This is an optimization exercise on Yosys and OpenROAD, whose aim is small area, a short achievable clock period and few clock cycles per item, not a production implementation. In this exercise RTL edits were held to simulation tests only and were not proved equivalent to the original. Power figures rest on the tool's default switching activity, not on a simulated workload.

`flow/design.v`:
```
package sibt_pkg;
   localparam int TIME_W = 13;
   localparam int COUNT_OUT_W = 7;
   localparam logic [15:0] DAY_LIMIT = 16'(24 * 256);
   localparam logic [1:0] ACT_INSERT = 2'd0;
   localparam logic [1:0] ACT_FIND = 2'd1;
   localparam logic [1:0] ACT_REMOVE = 2'd2;
   localparam logic [2:0] ST_OK = 3'd0;
   localparam logic [2:0] ST_INVALID = 3'd1;
   localparam logic [2:0] ST_OVERLAP = 3'd2;
   localparam logic [2:0] ST_FULL = 3'd3;
   localparam logic [2:0] ST_NOT_FOUND = 3'd4;
endpackage
module sibt_cmp (
   input  logic                        live,
   input  logic [sibt_pkg::TIME_W-1:0] slot_start,
   input  logic [sibt_pkg::TIME_W-1:0] slot_end,
   input  logic [sibt_pkg::TIME_W-1:0] key_s,
   input  logic [sibt_pkg::TIME_W-1:0] key_x,
   input  logic                        is_ins,
   output logic                        hit
);
   logic end_gt, start_lt, start_eq;
   always_comb begin
      end_gt = (slot_end > key_s);
      start_lt = (slot_start < key_x);
      start_eq = (slot_start == key_x);
      hit = live & (is_ins ? (end_gt & start_lt) : start_eq);
   end
endmodule
module sibt_ram #(
   parameter int WIDTH = 42
) (
   input  logic             clock,
   input  logic             wr_en,
   input  logic [WIDTH-1:0] wr_data,
   output logic [WIDTH-1:0] rd_data
);
   logic [WIDTH-1:0] q_ff;
   always_ff @(posedge clock) begin
      if (wr_en) begin
         q_ff <= wr_data;
      end
   end
   assign rd_data = q_ff;
endmodule
module sorted_interval_booking_table #(
   parameter int CAPACITY = 64
) (
   input  logic              clock,
   input  logic              reset,
   input  logic              req_valid,
   output logic              req_ready,
   input  logic [49:0]       req_data,
   output logic              rsp_valid,
   input  logic              rsp_ready,
   output logic [38:0]       rsp_data
);
   localparam int TW = sibt_pkg::TIME_W;
   localparam int CNT_W = $clog2(CAPACITY + 1);
   localparam int ENTRY_W = 2 * TW + 16;
   localparam int SLOTS = CAPACITY + 2;
   localparam int NGRP = (SLOTS + 7) / 8;
   logic [15:0]  d_start, d_end;
   logic [1:0]   d_act;
   logic         d_ins, d_bad;
   logic [TW-1:0] key_s, key_x;
   assign d_act = req_data[49:48];
   assign d_start = req_data[47:32];
   assign d_end = req_data[31:16];
   assign d_ins = (d_act == sibt_pkg::ACT_INSERT);
   assign d_bad = d_ins ? (!(d_start < d_end) || d_start >= sibt_pkg::DAY_LIMIT
                           || d_end >= sibt_pkg::DAY_LIMIT)
                        : (d_start >= sibt_pkg::DAY_LIMIT);
   assign key_s = d_start[TW-1:0];
   assign key_x = d_ins ? d_end[TW-1:0] : d_start[TW-1:0];
   logic r_v_ff, r_go, accept, req_ready_ff;
   logic q_head_v, q_tail_v;
   assign r_go = r_v_ff && !(q_head_v && q_tail_v);
   assign req_ready = req_ready_ff;
   assign accept = req_valid && req_ready_ff;
   logic [SLOTS-1:0]      valid_ff, res_ff, alloc_ff, taken, busy, first_free, hit_c;
   logic [CNT_W-1:0]      count_ff;
   logic [ENTRY_W-1:0]    slot_q [SLOTS];
   logic [ENTRY_W-1:0]    new_entry;
   assign new_entry = {key_s, d_end[TW-1:0], req_data[15:0]};
   assign taken = valid_ff | res_ff;
   assign busy = valid_ff | alloc_ff | (count_ff[CNT_W-1] ? '0 : res_ff);
   always_comb begin
      logic [NGRP-1:0]   grp_free, grp_first;
      logic [8*NGRP-1:0] fr;
      fr = '0;
      fr[SLOTS-1:0] = ~busy;
      for (int g = 0; g < NGRP; g++) begin
         grp_free[g] = |fr[8*g +: 8];
      end
      for (int g = 0; g < NGRP; g++) begin
         grp_first[g] = grp_free[g];
         for (int h = 0; h < g; h++) begin
            grp_first[g] = grp_first[g] & !grp_free[h];
         end
      end
      for (int i = 0; i < SLOTS; i++) begin
         first_free[i] = grp_first[i / 8] & fr[i];
         for (int k = 8 * (i / 8); k < i; k++) begin
            first_free[i] = first_free[i] & !fr[k];
         end
      end
   end
   always_ff @(posedge clock) begin
      if (reset) begin
         alloc_ff <= SLOTS'(1);
      end else begin
         alloc_ff <= first_free;
      end
   end
   for (genvar i = 0; i < SLOTS; i++) begin : g_slot
      sibt_ram #(.WIDTH(ENTRY_W)) u_slot (
         .clock  (clock),
         .wr_en  (alloc_ff[i]),
         .wr_data(new_entry),
         .rd_data(slot_q[i])
      );
      sibt_cmp u_cmp (
         .live      (taken[i]),
         .slot_start(slot_q[i][ENTRY_W-1 -: TW]),
         .slot_end  (slot_q[i][16 +: TW]),
         .key_s     (key_s),
         .key_x     (key_x),
         .is_ins    (d_ins),
         .hit       (hit_c[i])
      );
   end
   logic [SLOTS-1:0]   hit_r_ff, hit_r;
   logic               r_ins_ff, r_find_ff, r_rem_ff, r_bad_ff;
   logic               any_hit, full, ins_ok, rem_ok, find_ok;
   logic [TW+15:0]     rd_sel;
   logic [2:0]         status;
   logic [CNT_W-1:0]   count_in;
   logic [38:0]        rsp_in;
   always_ff @(posedge clock) begin
      if (reset) begin
         r_v_ff <= 1'b0;
         res_ff <= '0;
      end else if (accept) begin
         r_v_ff <= 1'b1;
         res_ff <= alloc_ff;
      end else if (r_go) begin
         r_v_ff <= 1'b0;
      end
      if (accept) begin
         hit_r_ff <= hit_c;
         r_ins_ff <= d_ins;
         r_find_ff <= (d_act == sibt_pkg::ACT_FIND);
         r_rem_ff <= (d_act == sibt_pkg::ACT_REMOVE);
         r_bad_ff <= d_bad;
      end
   end
   assign hit_r = hit_r_ff & valid_ff;
   assign any_hit = |hit_r;
   assign full = count_ff[CNT_W-1];
   always_comb begin
      rd_sel = '0;
      for (int i = 0; i < SLOTS; i++) begin
         rd_sel = rd_sel | ({(TW + 16){hit_r[i]}} & slot_q[i][TW+15:0]);
      end
   end
   assign ins_ok = r_ins_ff && !r_bad_ff && !full && !any_hit;
   assign rem_ok = r_rem_ff && !r_bad_ff && any_hit;
   assign find_ok = r_find_ff && !r_bad_ff && any_hit;
   always_comb begin
      status = sibt_pkg::ST_OK;
      if (r_ins_ff) begin
         if (r_bad_ff) status = sibt_pkg::ST_INVALID;
         else if (full) status = sibt_pkg::ST_FULL;
         else if (any_hit) status = sibt_pkg::ST_OVERLAP;
      end else if (r_find_ff || r_rem_ff) begin
         if (r_bad_ff || !any_hit) status = sibt_pkg::ST_NOT_FOUND;
      end
   end
   always_comb begin
      count_in = count_ff;
      if (ins_ok) count_in = count_ff + CNT_W'(1);
      else if (rem_ok) count_in = count_ff - CNT_W'(1);
   end
   assign rsp_in = {status,
                    find_ok ? rd_sel[TW+15:16] : {TW{1'b0}},
                    find_ok ? rd_sel[15:0] : 16'd0,
                    count_in};
   always_ff @(posedge clock) begin
      if (reset) begin
         valid_ff <= '0;
         count_ff <= '0;
      end else if (r_go) begin
         if (ins_ok) valid_ff <= valid_ff | res_ff;
         else if (r_rem_ff && !r_bad_ff) valid_ff <= valid_ff & ~hit_r;
         count_ff <= count_in;
      end
   end
   logic [38:0] q_head_ff, q_tail_ff;
   logic        pop;
   assign pop = q_head_v && rsp_ready;
   always_ff @(posedge clock) begin
      if (reset) begin
         q_head_v <= 1'b0;
         q_tail_v <= 1'b0;
      end else begin
         if (!q_head_v || pop) begin
            q_head_v <= q_tail_v || r_go;
            q_tail_v <= 1'b0;
         end else if (r_go) begin
            q_tail_v <= 1'b1;
         end
      end
      if (!q_head_v || pop) begin
         q_head_ff <= q_tail_v ? q_tail_ff : rsp_in;
      end
      if (r_go) begin
         q_tail_ff <= rsp_in;
      end
   end
   logic r_v_in, q_head_v_in, q_tail_v_in;
   always_comb begin
      r_v_in = accept || (r_v_ff && !r_go);
      if (!q_head_v || pop) begin
         q_head_v_in = q_tail_v || r_go;
         q_tail_v_in = 1'b0;
      end else begin
         q_head_v_in = 1'b1;
         q_tail_v_in = q_tail_v || r_go;
      end
   end
   always_ff @(posedge clock) begin
      if (reset) begin
         req_ready_ff <= 1'b1;
      end else begin
         req_ready_ff <= !r_v_in || !(q_head_v_in && q_tail_v_in);
      end
   end
   assign rsp_valid = q_head_v;
   assign rsp_data = q_head_ff;
endmodule
```
`flow/run.sh`:
```
#!/bin/bash
# synth_recipe.tcl (not shown) runs the flow's synth.tcl, then flattens the netlist and writes it again
# the make line also repeats each setting of config.mk as NAME=value (left out here)
make -C /OpenROAD-flow-scripts/flow DESIGN_CONFIG=/design/flow/config.mk WORK_HOME=/design/flow/orfs CLKGATE_MAP_FILE= SYNTH_SCRIPT=/design/flow/synth_recipe.tcl finish
```
`flow/config.mk`:
```
export PLATFORM = sky130hd
export DESIGN_NAME = sorted_interval_booking_table
export DESIGN_NICKNAME = sorted_interval_booking_table
export VERILOG_FILES = /design/flow/design.v
export SDC_FILE = /design/flow/constraint.sdc
export NUM_CORES = 4
export LEC_CHECK = 0
export CAP_MARGIN = 20
export CORE_MARGIN = 2
export CORE_UTILIZATION = 45
export PLACE_DENSITY = 0.6
export SETUP_SLACK_MARGIN = 2.5
export SLEW_MARGIN = 20
```
`flow/constraint.sdc`:
```
create_clock -name core_clock -period 5.5 [get_ports {clock}]
set_input_delay 1.1000 -clock core_clock [delete_from_list [all_inputs] [get_ports {clock}]]
set_output_delay 1.1000 -clock core_clock [all_outputs]
set_load 0.01 [all_outputs]
```
==> results of run 1 <==
-- routing by layer --
layer	vias to the layer above	global-route usage, %	wire [um]
met1	59900	60.1	289000
met2	11300	66.5	329000
li1	43900	-	-
met5	-	1.79	1170
met4	52	35.7	77800
met3	2956	22.0	135000
-- layout by cell type (no fill, tap or decap), drive strengths merged, types with 28 or more instances in the layout --
master | synthesis | final
a2111oi | 79 | 79
a211oi | 163 | 163
a21o | 130 | 130
a21oi | 471 | 471
a221oi | 246 | 246
a22o | 225 | 225
a22oi | 519 | 519
a311o | 28 | 28
a31o | 39 | 39
a31oi | 46 | 46
and2 | 88 | 88
and4 | 86 | 86
buf | 75 | 1070
bufinv | 0 | 31
clkbuf | 207 | 460
clkdlybuf4s50 | 0 | 37
clkinv | 0 | 156
dfxtp | 209 | 209
diode | 0 | 76
edfxtp | 2920 | 2920
ha | 1733 | 1733
inv | 210 | 210
mux2 | 35 | 35
nand2 | 329 | 329
nand2b | 51 | 51
nand3 | 197 | 197
nand4 | 380 | 380
nor2 | 228 | 228
nor2b | 254 | 254
nor3 | 132 | 132
nor4 | 121 | 121
o211ai | 102 | 102
o21a | 271 | 271
o21ai | 233 | 233
o311ai | 31 | 31
-- where the power goes --
part	total [mW]	internal [mW]	switching (mW)	leakage, nW
combinational	4.63	1.62	3.01	31.4
clock	24.2	13.7	10.5	5.59
sequential	26.2	26.1	0.0915	28.3
total	55.0	41.4	13.6	65.3
-- path summary, 6_finish.rpt --
kind,from,to,slack (ns),depth (start not counted)
worst min-delay path,req_data[48],r_rem_ff$_DFFE_PP_,0.45,2
worst min register to register,hit_r_ff[38]$_DFFE_PP_,valid_ff[38]$_SDFFE_PP0P_,0.46,1
worst max register to register,count_ff[6]$_SDFFE_PP0P_,alloc_ff[60]$_SDFF_PP0_,1.92,10
worst max-delay path,count_ff[6]$_SDFFE_PP0P_,alloc_ff[60]$_SDFF_PP0_,1.92,10
-- Yosys cell counts, types with 7 or more instances --
library cell	number
and4b_1	9
a22o_1	225
nor2_1	228
and4_1	86
o221ai_1	22
a31o_2	39
nand4_1	379
edfxtp_1	2920
or3_1	13
and3_1	7
a2111oi_0	78
or4_1	19
buf_1	70
nor3b_1	9
o211ai_1	102
inv_1	208
nand2_1	328
o21ai_0	233
o31ai_1	13
o21a_1	271
dfxtp_1	209
o21bai_1	10
a221oi_1	246
nor2b_1	254
o2111ai_1	12
nand3_1	196
a22oi_1	519
a21oi_1	471
and2_1	88
a21o_1	130
mux2_2	35
nand2b_1	51
nor4_1	118
a311o_1	28
a31oi_1	46
ha_1	1733
nor4b_1	12
nor3_1	132
mux2i_1	12
a211oi_1	163
o311ai_0	31
a211o_1	22
clkbuf_1	207
-- cell families after synthesis --
group	share of synthesized area (%)
compound gates	13.2
xor+xnor	0.0180
fa+ha+maj	14.8
buf+inv	1.27
flops	62.9
mux	0.352
simple gates	7.43
-- final cells by class --
type	count	area (um2)
clock buffers	448	9460
fillers	25700	142000
repair buffers	1135	13100
clock inverters	198	2000
well taps	4325	5410
multi-input cells	6430	58900
diodes	76	190
flip-flops and latches	3129	92000
inverters	210	865
repair inverters	1	20.0
-- through the flow --
stage	util (%)	worst slack (ns)	hold WS (ns)	setup TNS, ns
after floorplan	-	0.853	0.425	0
after global placement	48.4	-0.261	0.433	-0.261
after detailed placement	48.4	-0.285	0.442	-0.285
after CTS	54.8	2.02	0.419	0
after global routing	56.2	2.02	0.437	0
final	56.2	1.92	0.447	0
-- registers in the layout (all words and copies together), names as in the netlist --
name                flops
valid_ff               66
q_head_ff              39
r_bad_ff                1
q_tail_ff              39
alloc_ff               66
g_slot.u_slot.q_ff   2772
r_find_ff               1
hit_r_ff               66
q_tail_v                1
count_ff                7
q_head_v                1
r_v_ff                  1
r_rem_ff                1
r_ins_ff                1
res_ff                 66
req_ready_ff            1
-- what timing repair did --
| action | CTS | global route |
|---|---|---|
| cloned | 39 | 11 |
| pin swaps | 392 | 284 |
| resized for setup | 1108 | 472 |
| setup buffers | 299 | 161 |
| setup endpoints to repair | 279 | 254 |
-- worst max-delay path, stage by stage (launching register included) --
cell and delay, ns:
dfxtp_4 0.44, inv_2 0.10, buf_12 0.25, a211oi_1 0.38, or4b_4 0.64, or4_4 0.56
nor4_4 0.22, buf_12 0.22, nand3_4 0.09, buf_6 0.18, nor4b_4 0.26
==> flow_metrics.tcl, run 1 <==
set metrics [dict create \
    postSynth.asyncResetShare_pct 0 \
    die_h_um 574 \
    synth_top_cell_by_area "edfxtp_1" \
    root_buffer "clkbuf_16" \
    max_slew_margin_pct 10.4 \
    cts_num_sinks 3129 \
    worstMarginPinSlew_ns 1.34 \
    drtIter0Drc 23400 \
    synth_edf_count 2920 \
    grt_max_degree 125 \
    power_mw 55.0 \
    cp-end-kind "flip-flop" \
    ant_nets 0 \
    ys.flop_type "edfxtp_1" \
    portBuffers 94 \
    core_mm2 0.324 \
    critPathKind "flip-flop to flip-flop" \
    syn_area_per_cell_um2 14.5 \
    maxCapViolations 0 \
    cp_max_fo 23 \
    rsz0062_at_grt "true" \
    power.density_mw_per_mm2 302 \
    grt_overflow 0 \
    dp_cells 14700 \
    area_growth_pct 24.5 \
    die_w_um 574 \
    ys_seq_area_share_pct 62.9 \
    synthTopCellsByArea "edfxtp_1 60%, ha_1 15%, dfxtp_1 2.9%" \
    via_per_inst 7.40 \
    hold_buffers 0 \
    die-area_mm2 0.329 \
    nets 13000 \
    wl_per_cell_um 52.2 \
    cp.arrival_ns 4.48 \
    yosysUniqueCellTypes 74 \
    clock.fmax_mhz 279 \
    clock_skew_ns 0.0633 \
    hpwl_mm 546 \
    firstDrtPassIters 12 \
    initial_utilization_pct 45.1 \
    wirelength_mm 832 \
    antenna_found_initial 115 \
    num_vias 118000 \
    hold_viol 0 \
    grt_pass1_vias 108000 \
    fin_crit_ns 3.58 \
    cts_made_buffers 349 \
    syn_inst 10100 \
    fin_crit_sh_pct 65.1 \
    drive_above_1_share_pct 22.5 \
    gp_congestion 1.20 \
    synth.cell_area_mm2 0.146 \
    outcome "timing/DRC/antenna clean" \
    cts_buffer_depth 4 \
    clk_pin_slew_ns 0.06 \
    placed_area_mm2 0.157 \
    p_leak_nw 65.3 \
    slew_viol_final 0 \
    remaining_drc_errors 0 \
    peakVddDrop_mv 0.405 \
    start_kind "flip-flop" \
    ios 95 \
    setup_violations 0 \
    stdcell_count 16000 \
    yosys.area.top_type_share_pct 60.0 \
    ys_ff_latch 3129 \
    fin_area_mm2 0.182 \
    clk_latency_ns 1.01 \
    yosys_warnings 4 \
    cts_tree "built" \
    grt_use_total_pct 48.6 \
    syn_nets 11800 \
    cts_max_level 5 \
    hold_path_class "primary input to flip-flop" \
    grt_pass1_wl_mm 1050 \
    critPathRequiredTime_ns 6.40 \
    num_rows 209 \
]
Testbench counts, summed over its fixed seeds: cycles 3,216, items 3,200.
==> inputs of run 2 (changes only) <==
--- a/flow/design.v
+++ b/flow/design.v
@@ -22,7 +22,27 @@
 );
+   localparam int W = sibt_pkg::TIME_W;
    logic end_gt, start_lt, start_eq;
    always_comb begin
-      end_gt = (slot_end > key_s);
-      start_lt = (slot_start < key_x);
-      start_eq = (slot_start == key_x);
+      logic [15:0] ga, ta, gb, tb;
+      ga = '0;
+      ta = '1;
+      gb = '0;
+      tb = '1;
+      for (int i = 0; i < W; i++) begin
+         ga[i] = slot_end[i] & ~key_s[i];
+         ta[i] = slot_end[i] | ~key_s[i];
+         gb[i] = key_x[i] & ~slot_start[i];
+         tb[i] = key_x[i] | ~slot_start[i];
+      end
+      for (int l = 1; l < 16; l = l * 2) begin
+         for (int i = 0; i + l < 16; i = i + 2 * l) begin
+            ga[i] = ga[i+l] | (ta[i+l] & ga[i]);
+            ta[i] = ta[i+l] & ta[i];
+            gb[i] = gb[i+l] | (tb[i+l] & gb[i]);
+            tb[i] = tb[i+l] & tb[i];
+         end
+      end
+      end_gt = ga[0];
+      start_lt = gb[0];
+      start_eq = tb[0] & ~gb[0];
       hit = live & (is_ins ? (end_gt & start_lt) : start_eq);
--- a/flow/config.mk
+++ b/flow/config.mk
@@ -9,5 +9,6 @@
 export CORE_MARGIN = 2
-export CORE_UTILIZATION = 45
-export PLACE_DENSITY = 0.6
-export SETUP_SLACK_MARGIN = 2.5
+export CORE_UTILIZATION = 40
+export GPL_ROUTABILITY_DRIVEN = 1
+export PLACE_DENSITY = 0.5
+export SETUP_SLACK_MARGIN = 2.0
 export SLEW_MARGIN = 20
==> run 2 against run 1 <==
Net effect: global-route usage shrank 8.1 points; die area up 1.9%; critical path depth down 1; combinational power down 27%; clock power fell by 2%; design area shrank 15%; final cell count decreased by 8.6%; synthesized cell count fell by 5.4%; critical path type unchanged.
==> flow_metrics.tcl, run 2 <==
set metrics [dict create \
    cp.arrival_ns 4.39 \
    syn_area_per_cell_um2 13.9 \
    root_buffer "clkbuf_16" \
    largest_reg_flops 2772 \
    fin_ws_ns 1.82 \
    clock_skew_ns 0.0729 \
    finalSetupTns_ns 0 \
    initial_utilization_pct 40.1 \
    fin_crit_ns 3.68 \
    cts_made_buffers 345 \
    max_slew_margin_pct 13.3 \
    synth.cell_area_mm2 0.132 \
    firstDrtPassIters 9 \
    pwr-share-seq_pct 49.2 \
    ys.flop_type "edfxtp_1" \
    ff2ff_setup_slack_ns 1.82 \
    ys_ff_latch 3129 \
    grt_use_total_pct 40.6 \
    fin_hold_ws_ns 0.412 \
    crit_chain "and2_2, buf_4, buf_4, a22o_1, a221oi_1, nand4_1, nor4_2, a21oi_1, mux2_2" \
    portBuffers 94 \
    internal_power_mw 40.6 \
    synth_common_cells "2920 x edfxtp_1, 670 x a22oi_1, 623 x nand2_1" \
    cpMostUsedCell "buf_4" \
    num_rows 211 \
    num_vias 105000 \
    hpwl_mm 430 \
    postSynth.asyncResetShare_pct 0 \
    remaining_drc_errors 0 \
    grt_pass1_vias 94600 \
    yosys_warnings 4 \
    antenna_found_initial 78 \
    dp_slack_ns 0.133 \
    reg2regPathDepth 9 \
    syn_nets 9575 \
    cts_tree "built" \
    cpPeakStageDelay_ns 0.53 \
    p_leak_nw 50.1 \
    clk_pin_slew_ns 0.06 \
    critPathRequiredTime_ns 6.22 \
    cts_buffer_depth 4 \
    die-area_mm2 0.336 \
    fin_crit_sh_pct 66.8 \
    wirelength_mm 699 \
    final_cell_mix "2920 x edfxtp_1, 669 x a22oi_1, 617 x nand2_1, 580 x a21oi_1, 483 x buf_4" \
    cts_num_sinks 3129 \
    r2r-start "hit_r_ff[14]$_DFFE_PP_" \
    syn_inst 9504 \
    grt_pass1_wl_mm 903 \
    maxCapViolations 0 \
    wl_per_cell_um 47.9 \
    largest-register "g_slot.u_slot.q_ff" \
    power.net_switching_mw 12.7 \
    area_growth_pct 17.1 \
    cp-end-kind "flip-flop" \
    hold_path_class "primary input to flip-flop" \
    critPathKind "flip-flop to flip-flop" \
    setup_violations 0 \
    rsz0062_at_grt "true" \
    yosysUniqueCellTypes 101 \
    synthTopCellsByArea "edfxtp_1 66%, a22oi_1 3.8%, dfxtp_1 3.2%" \
    r2r_end "q_head_ff[32]$_DFFE_PP_" \
    yosys.area.top_type_share_pct 66.2 \
    drtIter0Drc 21900 \
    power.density_mw_per_mm2 344 \
    cp_max_fo 17 \
    slew_viol_final 0 \
    p_comb_share_pct 6.4 \
    clk_latency_ns 1.01 \
    core_mm2 0.330 \
    nets 9964 \
    ys_seq_area_share_pct 69.4 \
    clock.fmax_mhz 272 \
    die_w_um 579 \
    synth_edf_count 2920 \
    grt_overflow 0 \
    critPathSlowestCell "nor4_2" \
    crit_start "hit_r_ff[14]$_DFFE_PP_" \
    hold_viol 0 \
    post-route-util_pct 47.0 \
    cts_max_level 5 \
    yosysMostFrequentCell "edfxtp_1" \
    stdcell_count 14600 \
    outcome "timing/DRC/antenna clean" \
    grt_max_degree 135 \
    ant_nets 0 \
    clockPowerShare_pct 44.4 \
    synth_top_cell_by_area "edfxtp_1" \
    dp_cells 13800 \
    switching_share_pct 23.8 \
    via_per_inst 7.22 \
    start_kind "flip-flop" \
    layout_commonest_cell "edfxtp_1" \
    gp_congestion 1.03 \
    drive_above_1_share_pct 16.9 \
    hold_path_depth 2 \
    worstMarginPinSlew_ns 1.30 \
    hold_buffers 0 \
    peakVddDrop_mv 0.239 \
    die_h_um 579 \
    worstSetupEndpoint "q_head_ff[32]$_DFFE_PP_" \
    ios 95 \
]
-- run 2: changes by cell type after synthesis, sizes merged, moves of 169 or more --
cell,change
ha,-1716
o22ai,+357
maj3,+326
nand2,+295
nand4,-236
nor2b,-227
buf,+206
nor2,+169
-- run 2: worst max-delay path, delay by kind of cell (launching register included) --
family          cells  cell delay [ns]
mux                 1             0.34
compound gates      3             0.93
simple gates        3             0.99
buf+inv             2             0.77
flops               1             0.38
-- run 2: power by group through the flow --
stage | clock (mW) | combinational [mW] | sequential [mW]
CTS | 23.7 | 3.22 | 26.2
global placement | 0 | 3.01 | 26.7
detailed placement | 0 | 3.04 | 26.7
global route | 24.6 | 3.44 | 26.2
floorplan | 0 | 1.41 | 26.7
finish | 23.6 | 3.40 | 26.2
-- run 2: logic make-up after synthesis --
logic type,Yosys count,synth area share (%)
AO/OA/AOI/OAI,3349,18.1
flip-flops,3129,69.4
AND/OR/NAND/NOR,1840,6.74
buffers and inverters,776,2.43
adder cells (fa/ha/maj),343,2.75
multiplexers,58,0.509
XOR/XNOR,9,0.0596
-- run 2: layout make-up --
type	instances	area, um2
Fill cell	28600	175000
Timing Repair Buffer	682	6690
Multi-Input combinational cell	5601	38800
Antenna cell	34	85.1
Tap cell	4366	5460
Timing Repair inverter	1	11.3
Sequential cell	3129	92100
Clock buffer	453	9290
Clock inverter	179	1930
Inverter	133	587
-- run 2: how the worst min path moves through the flow --
stage / from / endpoint / slack [ns]
final: reset / count_ff[6]$_SDFFE_PP0P_ / 0.41
after global routing: reset / count_ff[6]$_SDFFE_PP0P_ / 0.39
after CTS: reset / count_ff[6]$_SDFFE_PP0P_ / 0.36
after detailed placement: res_ff[30]$_SDFFE_PP0P_ / res_ff[30]$_SDFFE_PP0P_ / 0.48
after global placement: res_ff[26]$_SDFFE_PP0P_ / res_ff[26]$_SDFFE_PP0P_ / 0.47
after floorplan: res_ff[10]$_SDFFE_PP0P_ / res_ff[10]$_SDFFE_PP0P_ / 0.46
-- run 2: timing repair --
| action | in CTS | in global routing |
|---|---|---|
| endpoints found under the hold margin | 0 | 0 |
| endpoints found under the setup margin | 262 | 162 |
| pin swaps | 35 | 33 |
| resized for setup | 206 | 103 |
| gates cloned | 16 | 2 |
| buffers inserted | 62 | 18 |
-- run 2: metal layers --
metal / vias to the layer above / GRT usage, % / wire [um]
met5: - / 0 / 366
met2: 9238 / 57.8 / 290000
met4: 52 / 24.9 / 52000
met1: 54200 / 53.4 / 256000
met3: 1981 / 13.6 / 99400
li1: 39700 / - / -
-- run 2: metrics by stage --
step	cell area (um2)	power [mW]
finish	155000	53.2
global route	155000	54.2
CTS	154000	53.1
detailed placement	141000	29.7
global placement	141000	29.7
floorplan	133000	28.1
Testbench counts of run 2, summed over its fixed seeds: cycles 3,216, items 3,200.
==> inputs of run 3 (changes only) <==
--- a/flow/design.v
+++ b/flow/design.v
@@ -81,4 +81,3 @@
    localparam int ENTRY_W = 2 * TW + 16;
-   localparam int SLOTS = CAPACITY + 2;
-   localparam int NGRP = (SLOTS + 7) / 8;
+   localparam int SLOTS = CAPACITY + 3;
    logic [15:0]  d_start, d_end;
@@ -96,7 +95,7 @@
    assign key_x = d_ins ? d_end[TW-1:0] : d_start[TW-1:0];
-   logic r_v_ff, r_go, accept, req_ready_ff;
-   logic q_head_v, q_tail_v;
-   assign r_go = r_v_ff && !(q_head_v && q_tail_v);
-   assign req_ready = req_ready_ff;
-   assign accept = req_valid && req_ready_ff;
+   logic r_v_ff, r_go, accept;
+   logic q_head_v;
+   assign r_go = r_v_ff && (!q_head_v || rsp_ready);
+   assign req_ready = !r_v_ff || r_go;
+   assign accept = req_valid && req_ready;
    logic [SLOTS-1:0]      valid_ff, res_ff, alloc_ff, taken, busy, first_free, hit_c;
@@ -107,22 +106,32 @@
    assign taken = valid_ff | res_ff;
-   assign busy = valid_ff | alloc_ff | (count_ff[CNT_W-1] ? '0 : res_ff);
-   always_comb begin
-      logic [NGRP-1:0]   grp_free, grp_first;
-      logic [8*NGRP-1:0] fr;
+   assign busy = valid_ff | alloc_ff | res_ff;
+   localparam int N1 = (SLOTS + 3) / 4;
+   localparam int N2 = (N1 + 3) / 4;
+   always_comb begin
+      logic [4*N1-1:0] fr, sel1;
+      logic [4*N2-1:0] any1, sel2;
+      logic [N2-1:0]   any2, sel3;
       fr = '0;
       fr[SLOTS-1:0] = ~busy;
-      for (int g = 0; g < NGRP; g++) begin
-         grp_free[g] = |fr[8*g +: 8];
-      end
-      for (int g = 0; g < NGRP; g++) begin
-         grp_first[g] = grp_free[g];
-         for (int h = 0; h < g; h++) begin
-            grp_first[g] = grp_first[g] & !grp_free[h];
+      any1 = '0;
+      for (int a = 0; a < N1; a++) begin
+         any1[a] = |fr[4*a +: 4];
+         for (int k = 0; k < 4; k++) begin
+            sel1[4*a+k] = fr[4*a+k];
+            for (int j = 0; j < k; j++) sel1[4*a+k] = sel1[4*a+k] & !fr[4*a+j];
          end
       end
+      for (int b = 0; b < N2; b++) begin
+         any2[b] = |any1[4*b +: 4];
+         for (int k = 0; k < 4; k++) begin
+            sel2[4*b+k] = any1[4*b+k];
+            for (int j = 0; j < k; j++) sel2[4*b+k] = sel2[4*b+k] & !any1[4*b+j];
+         end
+      end
+      for (int b = 0; b < N2; b++) begin
+         sel3[b] = any2[b];
+         for (int j = 0; j < b; j++) sel3[b] = sel3[b] & !any2[j];
+      end
       for (int i = 0; i < SLOTS; i++) begin
-         first_free[i] = grp_first[i / 8] & fr[i];
-         for (int k = 8 * (i / 8); k < i; k++) begin
-            first_free[i] = first_free[i] & !fr[k];
-         end
+         first_free[i] = sel3[i / 16] & sel2[i / 4] & sel1[i];
       end
@@ -200,10 +209,15 @@
    end
+   logic [CNT_W-1:0] count_up, count_dn;
+   assign count_up = count_ff + CNT_W'(1);
+   assign count_dn = count_ff - CNT_W'(1);
    always_comb begin
       count_in = count_ff;
-      if (ins_ok) count_in = count_ff + CNT_W'(1);
-      else if (rem_ok) count_in = count_ff - CNT_W'(1);
-   end
+      if (ins_ok) count_in = count_up;
+      else if (rem_ok) count_in = count_dn;
+   end
+   logic r_findg;
+   assign r_findg = r_find_ff && !r_bad_ff;
    assign rsp_in = {status,
-                    find_ok ? rd_sel[TW+15:16] : {TW{1'b0}},
-                    find_ok ? rd_sel[15:0] : 16'd0,
+                    r_findg ? rd_sel[TW+15:16] : {TW{1'b0}},
+                    r_findg ? rd_sel[15:0] : 16'd0,
                     count_in};
@@ -219,3 +233,3 @@
    end
-   logic [38:0] q_head_ff, q_tail_ff;
+   logic [38:0] q_head_ff;
    logic        pop;
@@ -225,34 +239,7 @@
          q_head_v <= 1'b0;
-         q_tail_v <= 1'b0;
-      end else begin
-         if (!q_head_v || pop) begin
-            q_head_v <= q_tail_v || r_go;
-            q_tail_v <= 1'b0;
-         end else if (r_go) begin
-            q_tail_v <= 1'b1;
-         end
-      end
-      if (!q_head_v || pop) begin
-         q_head_ff <= q_tail_v ? q_tail_ff : rsp_in;
+      end else if (!q_head_v || pop) begin
+         q_head_v <= r_go;
       end
       if (r_go) begin
-         q_tail_ff <= rsp_in;
-      end
-   end
-   logic r_v_in, q_head_v_in, q_tail_v_in;
-   always_comb begin
-      r_v_in = accept || (r_v_ff && !r_go);
-      if (!q_head_v || pop) begin
-         q_head_v_in = q_tail_v || r_go;
-         q_tail_v_in = 1'b0;
-      end else begin
-         q_head_v_in = 1'b1;
-         q_tail_v_in = q_tail_v || r_go;
-      end
-   end
-   always_ff @(posedge clock) begin
-      if (reset) begin
-         req_ready_ff <= 1'b1;
-      end else begin
-         req_ready_ff <= !r_v_in || !(q_head_v_in && q_tail_v_in);
+         q_head_ff <= rsp_in;
       end
--- a/flow/config.mk
+++ b/flow/config.mk
@@ -9,6 +9,8 @@
 export CORE_MARGIN = 2
-export CORE_UTILIZATION = 40
+export CORE_UTILIZATION = 50
+export CTS_CLUSTER_DIAMETER = 100
+export CTS_CLUSTER_SIZE = 20
 export GPL_ROUTABILITY_DRIVEN = 1
-export PLACE_DENSITY = 0.5
-export SETUP_SLACK_MARGIN = 2.0
+export PLACE_DENSITY = 0.6
+export SETUP_SLACK_MARGIN = 2.3
 export SLEW_MARGIN = 20
==> run 3 against run 2 <==
Net effect: synthesized cell count up 4.2%; core utilization rose by 11 points; register-to-register slack worse by 0.04 ns; sequential share of layout area is 0.37 points lower; fmax is 1.2% lower; non-clock buffer count is 259 higher; critical path type unchanged.
==> flow_metrics.tcl, run 3 <==
set metrics [dict create \
    internal_power_mw 33.4 \
    p_leak_nw 50.5 \
    multi_input_area_mm2 0.0435 \
    largest_reg_flops 2814 \
    synthTopCellsByArea "edfxtp_1 66%, dfxtp_1 3.1%, a22oi_1 2.8%" \
    outcome "timing/DRC/antenna clean" \
    remaining_drc_errors 0 \
    grt_use_total_pct 50.0 \
    grt_max_degree 107 \
    cp.arrival_ns 4.59 \
    cp_max_fo 7 \
    ios 95 \
    initial_utilization_pct 50.1 \
    final_cell_mix "2924 x edfxtp_1, 614 x buf_4, 549 x nand2_1, 530 x o21ai_0, 456 x a22oi_1" \
    critPathRequiredTime_ns 6.37 \
    synth_common_cells "2924 x edfxtp_1, 606 x nand2_1, 606 x o21ai_0" \
    dp_slack_ns 0.107 \
    clockPowerShare_pct 32.5 \
    antenna_found_initial 66 \
    crit_start "hit_r_ff[37]$_DFFE_PP_" \
    path_delay_family "simple AND/OR/NAND/NOR gates" \
    setup_violations 0 \
    core_mm2 0.267 \
    switching_share_pct 25.2 \
    ys_ff_latch 3134 \
    cts_buffer_depth 3 \
    p_comb_share_pct 8.9 \
    fin_area_mm2 0.156 \
    ff2ff_setup_slack_ns 1.78 \
    peakVddDrop_mv 0.409 \
    syn_area_per_cell_um2 13.5 \
    grt_overflow 0 \
    fin_crit_ns 3.72 \
    cts_num_sinks 3134 \
    num_rows 190 \
    hpwl_mm 418 \
    yosysUniqueCellTypes 90 \
    area_growth_pct 16.6 \
    clk_pin_slew_ns 0.10 \
    gp_congestion 1.06 \
    path_buf_inv 2 \
    drive_above_1_share_pct 20.2 \
    crit_chain "and2_4, nor4_4, nand3_4, or4_4, buf_6, nor2_4, nor2_4, clkbuf_16, nand2_4, a22oi_2, nor2_1" \
    die_w_um 522 \
    clock.fmax_mhz 269 \
    hold_path_class "primary input to flip-flop" \
    fin_ws_ns 1.78 \
    critPathSlowestCell "nor4_4" \
    synth_top_cell_by_area "edfxtp_1" \
    placed_area_mm2 0.142 \
    wirelength_mm 708 \
    yosys_warnings 4 \
    seq_area_mm2 0.0923 \
    largest-register "g_slot.u_slot.q_ff" \
    cts_tree "built" \
    post-route-util_pct 58.4 \
    top_usage_layer "met2" \
    clock_skew_ns 0.0758 \
    cp-end-kind "flip-flop" \
    portBuffers 94 \
    start_kind "flip-flop" \
    max_slew_margin_pct 13.4 \
    power.density_mw_per_mm2 286 \
    power.net_switching_mw 11.3 \
    yosysMostFrequentCell "edfxtp_1" \
    nets 10400 \
    die-area_mm2 0.272 \
    cpPeakStageDelay_ns 0.70 \
    firstDrtPassIters 12 \
    ys_seq_area_share_pct 68.7 \
    yosys.area.top_type_share_pct 65.5 \
    clk_latency_ns 0.98 \
    fillCellCount 21100 \
    synth.cell_area_mm2 0.134 \
    root_buffer "clkbuf_16" \
    worstMarginPinSlew_ns 1.30 \
    drtIter0Drc 25200 \
    cts_made_buffers 176 \
    die_h_um 522 \
    cpMostUsedCell "nor2_4" \
    wl_per_cell_um 50.4 \
    rsz0062_at_grt "true" \
    syn_nets 9975 \
    maxCapViolations 0 \
    critPathKind "flip-flop to flip-flop" \
    r2r-start "hit_r_ff[37]$_DFFE_PP_" \
    hold_viol 0 \
    postSynth.asyncResetShare_pct 0 \
    ant_nets 0 \
    use_met3_pct 18.8 \
    synth_edf_count 2924 \
    dp_cells 13400 \
    pwr-share-seq_pct 58.6 \
    stdcell_count 14000 \
    ys.flop_type "edfxtp_1" \
    num_vias 112000 \
    slew_viol_final 0 \
    fin_hold_ws_ns 0.411 \
    layout_commonest_cell "edfxtp_1" \
    grt_pass1_vias 98500 \
    cts_max_level 4 \
    grt_pass1_wl_mm 908 \
    gr-usage-met2_pct 68.6 \
    finalSetupTns_ns 0 \
    syn_inst 9904 \
    via_per_inst 7.99 \
    grtUsageMet1_pct 63.9 \
    power_mw 44.6 \
    hp-start "req_data[32]" \
    fin_crit_sh_pct 67.6 \
]
run 3: cell count changes in the layout (fill, tap and decap cells not counted), moves of 93 or more:
cell,before,now
buf_4,483,614
o21a_1,165,19
a221oi_1,270,363
a21oi_1,580,379
a22oi_1,669,456
clkbuf_16,350,198
o22ai_1,355,171
a22o_1,265,383
o21ai_0,263,530
run 3: layer usage:
layer | vias up | wire length, um | part of all wire, %
met5 | - | 1010 | 0.14
met4 | 55 | 73700 | 10
met3 | 3106 | 120000 | 17
met2 | 12100 | 282000 | 40
met1 | 55600 | 232000 | 33
li1 | 41200 | - | -
run 3: cells by family (layout without fill, tap and decap cells):
group | after synthesis | in the layout | share of synthesized area, %
XOR/XNOR | 10 | 10 | 0.0654
AO/OA/AOI/OAI | 3517 | 3517 | 18.8
other | 0 | 46 | 0
multiplexers | 10 | 10 | 0.0766
AND/OR/NAND/NOR | 2092 | 2096 | 7.74
flip-flops | 3134 | 3134 | 68.7
buffers and inverters | 857 | 1390 | 2.45
adder cells (fa/ha/maj) | 284 | 284 | 2.16
run 3: power groups by stage:
stage,logic [mW],registers (mW),clock network (mW)
CTS,3.49,26.2,14.3
global placement,3.02,26.7,0
global route,3.95,26.2,15.1
detailed placement,3.04,26.7,0
finish,3.97,26.2,14.5
floorplan,1.47,26.7,0
run 3: final cells by class:
cell class	count	area share, %
inverter	187	0.511
tap	3552	2.85
timing repair inverter	1	0.00561
antenna	46	0.0737
multi-input combinational	5917	27.8
timing repair buffer	941	6.33
sequential	3134	59.1
clock inverter	20	0.308
clock buffer	241	3.01
run 3: final timing paths:
check	endpoint	cells after the start
worst max-delay path	valid_ff[6]$_SDFFE_PP0P_	11
worst min-delay path	g_slot[8].u_slot.q_ff[29]$_DFFE_PP_	1
worst max register to register	valid_ff[6]$_SDFFE_PP0P_	11
worst min register to register	res_ff[41]$_SDFFE_PP0P_	2
run 3: what timing repair did:
item	CTS	global route
pin swaps	229	383
hold endpoints to repair	0	0
setup endpoints to repair	200	192
setup buffers	162	147
resized for setup	528	534
gates cloned	30	20
hold buffers	0	0
run 3: worst register-to-register path: cells and delay by family (launching register included):
kind	cells	cell delay, ns
simple gates	8	2.51
flops	1	0.61
buf+inv	2	0.47
compound gates	1	0.05
Testbench counts of run 3, summed over its fixed seeds: cycles 3,216, items 3,200.
==> inputs of run 4 (changes only) <==
--- a/flow/config.mk
+++ b/flow/config.mk
@@ -9,3 +9,3 @@
 export CORE_MARGIN = 2
-export CORE_UTILIZATION = 50
+export CORE_UTILIZATION = 60
 export CTS_CLUSTER_DIAMETER = 100
@@ -13,4 +13,4 @@
 export GPL_ROUTABILITY_DRIVEN = 1
-export PLACE_DENSITY = 0.6
-export SETUP_SLACK_MARGIN = 2.3
+export PLACE_DENSITY = 0.65
+export SETUP_SLACK_MARGIN = 2.2
 export SLEW_MARGIN = 20
==> run 4 against run 3 <==
Net effect: routed wire length shrank 3.5%; clock skew shrank 0.024 ns; die area shrank 17%; sequential share of layout area grew 0.81 points; critical path type is now primary input to flip-flop.
==> flow_metrics.tcl, run 4 <==
set metrics [dict create \
    yosys.area_share.simple_pct 7.74 \
    num_vias 114000 \
    path_buf_inv 7 \
    cts_made_buffers 174 \
    num_rows 173 \
    worstMarginPinSlew_ns 1.39 \
    firstDrtPassIters 13 \
    via_per_inst 8.55 \
    path_delay_family "compound AO/OA/AOI/OAI gates" \
    clk_pin_slew_ns 0.09 \
    critPathKind "primary input to flip-flop" \
    largest_reg_flops 2814 \
    die_h_um 477 \
    peakVddDrop_mv 0.384 \
    portBuffers 94 \
    area_growth_pct 15.0 \
    start_kind "primary input" \
    slew_viol_final 0 \
    cpMostUsedCell "buf_4" \
    initial_utilization_pct 60.3 \
    finalSetupTns_ns 0 \
    final_cell_mix "2924 x edfxtp_1, 544 x o21ai_0, 543 x nand2_1, 541 x buf_4, 463 x a22oi_1" \
    gp_congestion 1.11 \
    placed_area_mm2 0.141 \
    cp.arrival_ns 4.40 \
    fin_area_mm2 0.154 \
    drive_above_1_share_pct 18.7 \
    clock.fmax_mhz 268 \
    maxCapViolations 0 \
    antenna_found_initial 68 \
    grt_use_total_pct 57.9 \
    yosysUniqueCellTypes 90 \
    setup_violations 0 \
    ios 95 \
    nets 10300 \
    yosys_warnings 4 \
    yosysMostFrequentCell "edfxtp_1" \
    critPathRequiredTime_ns 6.18 \
    syn_inst 9904 \
    synth_edf_count 2924 \
    die_w_um 477 \
    clk_latency_ns 0.96 \
    cts_tree "built" \
    ys.flop_type "edfxtp_1" \
    r2r_end "valid_ff[8]$_SDFFE_PP0P_" \
    layout_commonest_cell "edfxtp_1" \
    wirelength_mm 683 \
    syn_area_per_cell_um2 13.5 \
    cp-end-kind "flip-flop" \
    grt_pass1_wl_mm 884 \
    power.density_mw_per_mm2 286 \
    critPathSlowestCell "o41ai_4" \
    r2r-start "hit_r_ff[27]$_DFFE_PP_" \
    grt_overflow 0 \
    p_leak_nw 49.8 \
    synth.cell_area_mm2 0.134 \
    cts_max_level 4 \
    hold_viol 0 \
    rsz0062_at_grt "true" \
    synth_top_family_by_area "compound AO/OA/AOI/OAI gates" \
    hpwl_mm 402 \
    ff2ff_setup_slack_ns 1.81 \
    cp_max_fo 7 \
    grt_pass1_vias 101000 \
    cts_num_sinks 3134 \
    remaining_drc_errors 0 \
    core_mm2 0.222 \
    max_slew_margin_pct 7.14 \
    wl_per_cell_um 51.0 \
    hold_path_class "flip-flop to flip-flop" \
    synth_top_cell_by_area "edfxtp_1" \
    reg2regPathDepth 16 \
    synth_fa_ha_area_share_pct 2.16 \
    drtIter0Drc 28000 \
    largest-register "g_slot.u_slot.q_ff" \
    syn_nets 9975 \
    hp-start "res_ff[17]$_SDFFE_PP0P_" \
    ys_seq_area_share_pct 68.7 \
    post-route-util_pct 69.4 \
    ant_nets 0 \
    synth-compound-area-share_pct 18.8 \
    synthTopCellsByArea "edfxtp_1 66%, dfxtp_1 3.1%, a22oi_1 2.8%" \
    fin_crit_sh_pct 67.7 \
    clock_skew_ns 0.0518 \
    ys_ff_latch 3134 \
    grt_max_degree 132 \
    hold_buffers 0 \
    synthMuxAreaShare_pct 0.0766 \
    power_mw 44.0 \
    cts_buffer_depth 3 \
    outcome "timing/DRC/antenna clean" \
    hold_end "alloc_ff[17]$_SDFF_PP0_" \
    root_buffer "clkbuf_16" \
    cpPeakStageDelay_ns 0.55 \
    fin_hold_ws_ns 0.474 \
    yosys.area.top_type_share_pct 65.5 \
    synth_xor_area_share_pct 0.0654 \
    synth_common_cells "2924 x edfxtp_1, 606 x nand2_1, 606 x o21ai_0" \
    postSynth.asyncResetShare_pct 0 \
    fin_crit_ns 3.72 \
    die-area_mm2 0.227 \
    hold_path_depth 1 \
    crit_chain "buf_16, buf_12, clkinv_16, buf_4, buf_12, buf_4, a21oi_4, o31ai_2, maj3_2, maj3_2, a221oi_4, o2bb2ai_4, nor4b_4, buf_4, o41ai_4, o21ai_1" \
]
run 4: cell counts after synthesis:
No cell type changed its count.
run 4: worst max-delay path by stage:
stage,start,endpoint,slack [ns],depth (start not counted)
2_1_floorplan,req_data[32],hit_r_ff[25]$_DFFE_PP_,1.75,11
5_1_grt,hit_r_ff[56]$_DFFE_PP_,valid_ff[49]$_SDFFE_PP0P_,1.86,14
3_5_place_dp,req_data[49],hit_r_ff[51]$_DFFE_PP_,0.15,13
6_report,req_data[32],hit_r_ff[37]$_DFFE_PP_,1.78,16
4_1_cts,hit_r_ff[12]$_DFFE_PP_,count_ff[4]$_SDFFE_PP0P_,1.99,12
3_3_place_gp,req_data[49],hit_r_ff[51]$_DFFE_PP_,0.12,13
run 4: area by class of cell:
type / count / area [um2]
Clock buffer: 242 / 4630
Fill cell: 15200 / 68000
Inverter: 187 / 810
Timing Repair Buffer: 849 / 8950
Tap cell: 2975 / 3720
Timing Repair inverter: 3 / 41.3
Multi-Input combinational cell: 5916 / 43100
Clock inverter: 15 / 359
Sequential cell: 3134 / 92300
Antenna cell: 68 / 170
run 4: kinds of logic after synthesis:
| logic type | count (synthesis) |
|---|---|
| buffers and inverters | 857 |
| DFF | 3134 |
| AOI/OAI and AO/OA | 3517 |
| muxes | 10 |
| adders and majority gates | 284 |
| xor gates and xnor gates | 10 |
| and+or+nand+nor | 2092 |
run 4: worst register-to-register path: cells and delay by family (launching register included):
family                 cells  cell delay [ns]
AOI/OAI and AO/OA          1             0.08
buffers and inverters      8             1.15
DFF                        1             0.48
and+or+nand+nor            7             1.95
run 4: metrics by stage:
stage	setup WS, ns	cells
after detailed placement	0.149	12800
after CTS	1.99	13200
after global routing	1.86	13300
after global placement	0.119	12800
after floorplan	1.75	9904
final	1.78	13400
run 4: what timing repair did:
item,in CTS,in global routing
cloned,35,10
setup buffers,141,107
resized for setup,463,494
endpoints found under the setup margin,206,176
endpoints found under the hold margin,0,0
pin swaps,172,311
run 4: report_power, final:
group / switching [mW] / internal (mW) / total [mW]
registers: 0.0891 / 26.1 / 26.2
clock network: 8.07 / 5.99 / 14.1
logic: 2.72 / 1.08 / 3.80
run 4: layer usage:
metal	vias up	routed length, um	share of wire (%)	GRT usage, %
met3	4136	137000	20	30.4
met5	-	1070	0.16	0.252
met1	55100	204000	30	69.6
met4	51	81000	12	49.6
met2	14100	261000	38	75.9
li1	41100	-	-	-
==> inputs of run 5 (changes only) <==
--- a/flow/design.v
+++ b/flow/design.v
@@ -14,3 +14,2 @@
 module sibt_cmp (
-   input  logic                        live,
    input  logic [sibt_pkg::TIME_W-1:0] slot_start,
@@ -47,3 +46,3 @@
       start_eq = tb[0] & ~gb[0];
-      hit = live & (is_ins ? (end_gt & start_lt) : start_eq);
+      hit = is_ins ? (end_gt & start_lt) : start_eq;
    end
@@ -100,3 +99,3 @@
    assign accept = req_valid && req_ready;
-   logic [SLOTS-1:0]      valid_ff, res_ff, alloc_ff, taken, busy, first_free, hit_c;
+   logic [SLOTS-1:0]      valid_ff, res_ff, alloc_ff, busy, first_free, hit_c;
    logic [CNT_W-1:0]      count_ff;
@@ -105,3 +104,2 @@
    assign new_entry = {key_s, d_end[TW-1:0], req_data[15:0]};
-   assign taken = valid_ff | res_ff;
    assign busy = valid_ff | alloc_ff | res_ff;
@@ -153,3 +151,2 @@
       sibt_cmp u_cmp (
-         .live      (taken[i]),
          .slot_start(slot_q[i][ENTRY_W-1 -: TW]),
@@ -212,6 +209,7 @@
    assign count_dn = count_ff - CNT_W'(1);
-   always_comb begin
-      count_in = count_ff;
-      if (ins_ok) count_in = count_up;
-      else if (rem_ok) count_in = count_dn;
+   logic [CNT_W-1:0] count_hit, count_miss;
+   always_comb begin
+      count_hit = (r_rem_ff && !r_bad_ff) ? count_dn : count_ff;
+      count_miss = (r_ins_ff && !r_bad_ff && !full) ? count_up : count_ff;
+      count_in = any_hit ? count_hit : count_miss;
    end
@@ -223,2 +221,10 @@
                     count_in};
+   logic [SLOTS-1:0] valid_keep, valid_set, valid_in;
+   always_comb begin
+      valid_keep = valid_ff;
+      if (r_go && r_rem_ff && !r_bad_ff) valid_keep = valid_ff & ~hit_r;
+      valid_set = valid_keep;
+      if (r_go && r_ins_ff && !r_bad_ff && !full) valid_set = valid_ff | res_ff;
+      valid_in = any_hit ? valid_keep : valid_set;
+   end
    always_ff @(posedge clock) begin
@@ -227,6 +233,5 @@
          count_ff <= '0;
-      end else if (r_go) begin
-         if (ins_ok) valid_ff <= valid_ff | res_ff;
-         else if (r_rem_ff && !r_bad_ff) valid_ff <= valid_ff & ~hit_r;
-         count_ff <= count_in;
+      end else begin
+         valid_ff <= valid_in;
+         if (r_go) count_ff <= count_in;
       end
--- a/flow/config.mk
+++ b/flow/config.mk
@@ -9,3 +9,3 @@
 export CORE_MARGIN = 2
-export CORE_UTILIZATION = 60
+export CORE_UTILIZATION = 50
 export CTS_CLUSTER_DIAMETER = 100
@@ -13,4 +13,4 @@
 export GPL_ROUTABILITY_DRIVEN = 1
-export PLACE_DENSITY = 0.65
-export SETUP_SLACK_MARGIN = 2.2
+export PLACE_DENSITY = 0.6
+export SETUP_SLACK_MARGIN = 2.3
 export SLEW_MARGIN = 20
==> run 5 against run 4 <==
Net effect: power grew 1.5%; sequential power is essentially flat; synthesized area shrank 0.52%; routed wire length grew 9.4%; core utilization shrank 12 points; highest routed layer unchanged; non-clock buffer count grew 45; clock power is essentially flat; global-route usage shrank 4.8 points; clock-buffer cell count shrank 39; fmax grew 6.6%.
==> flow_metrics.tcl, run 5 <==
set metrics [dict create \
    path_buf_inv 1 \
    finalSetupTns_ns 0 \
    cts_buffer_depth 4 \
    r2r_end "hit_r_ff[38]$_DFFE_PP_" \
    clk_pin_slew_ns 0.10 \
    area_growth_pct 14.4 \
    hold_path_depth 1 \
    num_vias 113000 \
    wirelength_mm 747 \
    dp_slack_ns 0.329 \
    cp_max_fo 2 \
    nets 10200 \
    syn_nets 9774 \
    grt_use_total_pct 53.1 \
    hold_path_class "primary input to flip-flop" \
    hpwl_mm 460 \
    clk_latency_ns 0.98 \
    largest_reg_flops 2814 \
    core_mm2 0.265 \
    path_delay_family "compound AO/OA/AOI/OAI gates" \
    yosysMostFrequentCell "edfxtp_1" \
    final_cell_mix "2924 x edfxtp_1, 597 x buf_4, 551 x nand2_1, 528 x a21oi_1, 433 x a22oi_1" \
    die_h_um 520 \
    slew_viol_final 0 \
    cts_tree "built" \
    die-area_mm2 0.271 \
    cp-end-kind "flip-flop" \
    fin_crit_ns 3.49 \
    clock_skew_ns 0.0644 \
    grt_pass1_vias 97600 \
    synth_top_cell_by_area "edfxtp_1" \
    grt_pass1_wl_mm 946 \
    rsz0062_at_grt "true" \
    ff2ff_setup_slack_ns 2.01 \
    setup_violations 0 \
    fin_area_mm2 0.152 \
    max_slew_margin_pct 13.0 \
    cpPeakStageDelay_ns 0.77 \
    yosysUniqueCellTypes 98 \
    synthTopCellsByArea "edfxtp_1 66%, dfxtp_1 3.2%, a221oi_1 2.9%" \
    power_mw 44.7 \
    ys_ff_latch 3134 \
    start_kind "flip-flop" \
    synth.cell_area_mm2 0.133 \
    firstDrtPassIters 11 \
    fin_ws_ns 2.01 \
    critPathKind "flip-flop to flip-flop" \
    reg2regPathDepth 10 \
    cts_max_level 4 \
    wl_per_cell_um 54.2 \
    num_rows 189 \
    gp_congestion 1.14 \
    ys_seq_area_share_pct 69.0 \
    root_buffer "clkbuf_16" \
    hold_viol 0 \
    placed_area_mm2 0.141 \
    cts_made_buffers 180 \
    critPathRequiredTime_ns 6.33 \
    postSynth.asyncResetShare_pct 0 \
    power.density_mw_per_mm2 293 \
    yosys_warnings 4 \
    cpMostUsedCell "maj3_2" \
    clock.fmax_mhz 286 \
    ys.flop_type "edfxtp_1" \
    grt_overflow 0 \
    r2r-start "g_slot[38].u_slot.q_ff[16]$_DFFE_PP_" \
    largest-register "g_slot.u_slot.q_ff" \
    crit_start "g_slot[38].u_slot.q_ff[16]$_DFFE_PP_" \
    layout_commonest_cell "edfxtp_1" \
    antenna_found_initial 95 \
    critPathSlowestCell "o211ai_1" \
    stdcell_count 13800 \
    synth_common_cells "2924 x edfxtp_1, 618 x nand2_1, 577 x a21oi_1" \
    hold_buffers 0 \
    via_per_inst 8.22 \
    crit_chain "nand2b_1, maj3_2, o221ai_2, a41oi_2, buf_6, o221ai_4, a21oi_2, o211ai_1, maj3_2, a31o_4" \
    p_leak_nw 49.5 \
    synth_edf_count 2924 \
    initial_utilization_pct 50.3 \
    dp_cells 13200 \
    yosys.area.top_type_share_pct 65.9 \
    ant_nets 0 \
    cp.arrival_ns 4.32 \
    drive_above_1_share_pct 17.0 \
    grt_max_degree 114 \
    syn_inst 9703 \
    fin_crit_sh_pct 63.5 \
    syn_area_per_cell_um2 13.7 \
    ios 95 \
    hold_end "g_slot[35].u_slot.q_ff[18]$_DFFE_PP_" \
    maxCapViolations 0 \
    worstMarginPinSlew_ns 1.31 \
    peakVddDrop_mv 0.327 \
    fillCellCount 21000 \
    drtIter0Drc 26000 \
    cts_num_sinks 3134 \
    portBuffers 94 \
    hp-start "req_data[18]" \
    outcome "timing/DRC/antenna clean" \
    die_w_um 520 \
    remaining_drc_errors 0 \
]
-- run 5: power breakdown --
group          internal (mW)  leakage, nW  switching, mW
combinational           1.20         18.9           2.97
clock                   6.12         2.37           8.19
sequential              26.1         28.2          0.102
-- run 5: layout make-up --
cell class                 count  area (um2)  share of cell area, %
multi-input combinational   5661       40200                   26.3
clock inverter                15         200                  0.131
tap                         3533        4420                   2.90
inverter                     258        1050                  0.692
clock buffer                 203        4650                   3.05
antenna                       99         248                  0.162
sequential                  3134       92300                   60.5
timing repair buffer         894        9480                   6.22
-- run 5: through the flow --
step | hold WS, ns | utilization [%]
2_1_floorplan | 0.425 | -
3_3_place_gp | 0.438 | 53.2
3_5_place_dp | 0.453 | 53.2
4_1_cts | 0.469 | 56.3
5_1_grt | 0.431 | 57.4
6_report | 0.422 | 57.5
-- run 5: logic make-up after synthesis --
logic type	Yosys count	share of synthesized area [%]
xor gates and xnor gates	9	0.0591
buffers and inverters	926	2.81
and+or+nand+nor	1800	6.57
adders and majority gates	277	2.12
muxes	6	0.0460
AOI/OAI and AO/OA	3551	19.4
DFF	3134	69.0
-- run 5: repair_timing --
item,CTS,global route
buffers inserted,152,92
pin swaps,77,230
endpoints found under the setup margin,196,168
gates cloned,26,29
resized for setup,281,355
-- run 5: worst max path at each step --
stage / end / slack, ns / depth (start not counted)
finish: hit_r_ff[38]$_DFFE_PP_ / 2.01 / 10
global placement: hit_r_ff[57]$_DFFE_PP_ / 0.05 / 12
CTS: q_head_ff[35]$_SDFFCE_PN0P_ / 2.12 / 6
global route: valid_ff[26]$_SDFF_PP0_ / 2.08 / 10
detailed placement: hit_r_ff[36]$_DFFE_PP_ / 0.33 / 12
floorplan: hit_r_ff[23]$_DFFE_PP_ / 2.02 / 12
-- run 5: layer usage --
layer	wire length, um	up-vias	global-route usage [%]	part of all wire (%)
li1	-	40500	-	-
met2	282000	13300	67.7	38
met5	2330	-	4.09	0.31
met3	149000	3086	30.5	20
met4	70600	58	39.0	9.4
met1	244000	56500	65.8	33
Testbench counts of run 5, summed over its fixed seeds: cycles 3,216, items 3,200.

[port drivers added, routing unchanged]
The results above use ideal ports. As a check the final layouts listed here were re-extracted and re-timed, cells and wires unchanged. Step 1 assumes that a clkbuf_16 drives the clock port and a buf_2 every other input. Step 2 times the ports against the registers' clock, not the clock port: input delays grow and output delays shrink by t, the midpoint of the rising clock arrivals with the driver on. Slacks: ideal / step 1 / step 2; pairs: ideal / step 1.
run | shift t [ns] | slack for setup (ns) | worst register clock-pin slew, ns
run 1 | 1.100 | 1.920 / 1.920 / 0.914 | 0.07 / 0.07
run 2 | 1.089 | 1.825 / 1.825 / 0.791 | 0.07 / 0.07
run 3 | 1.062 | 1.781 / 1.781 / 0.762 | 0.11 / 0.11
run 4 | 1.039 | 1.775 / 1.624 / 0.585 | 0.10 / 0.10
run 5 | 1.055 | 2.007 / 2.007 / 0.983 | 0.11 / 0.11
After both steps setup and hold are still met in every run listed. The setup slack of run 4, which loses most, moves by -0.151 ns with the drivers and by -1.190 ns with both steps.
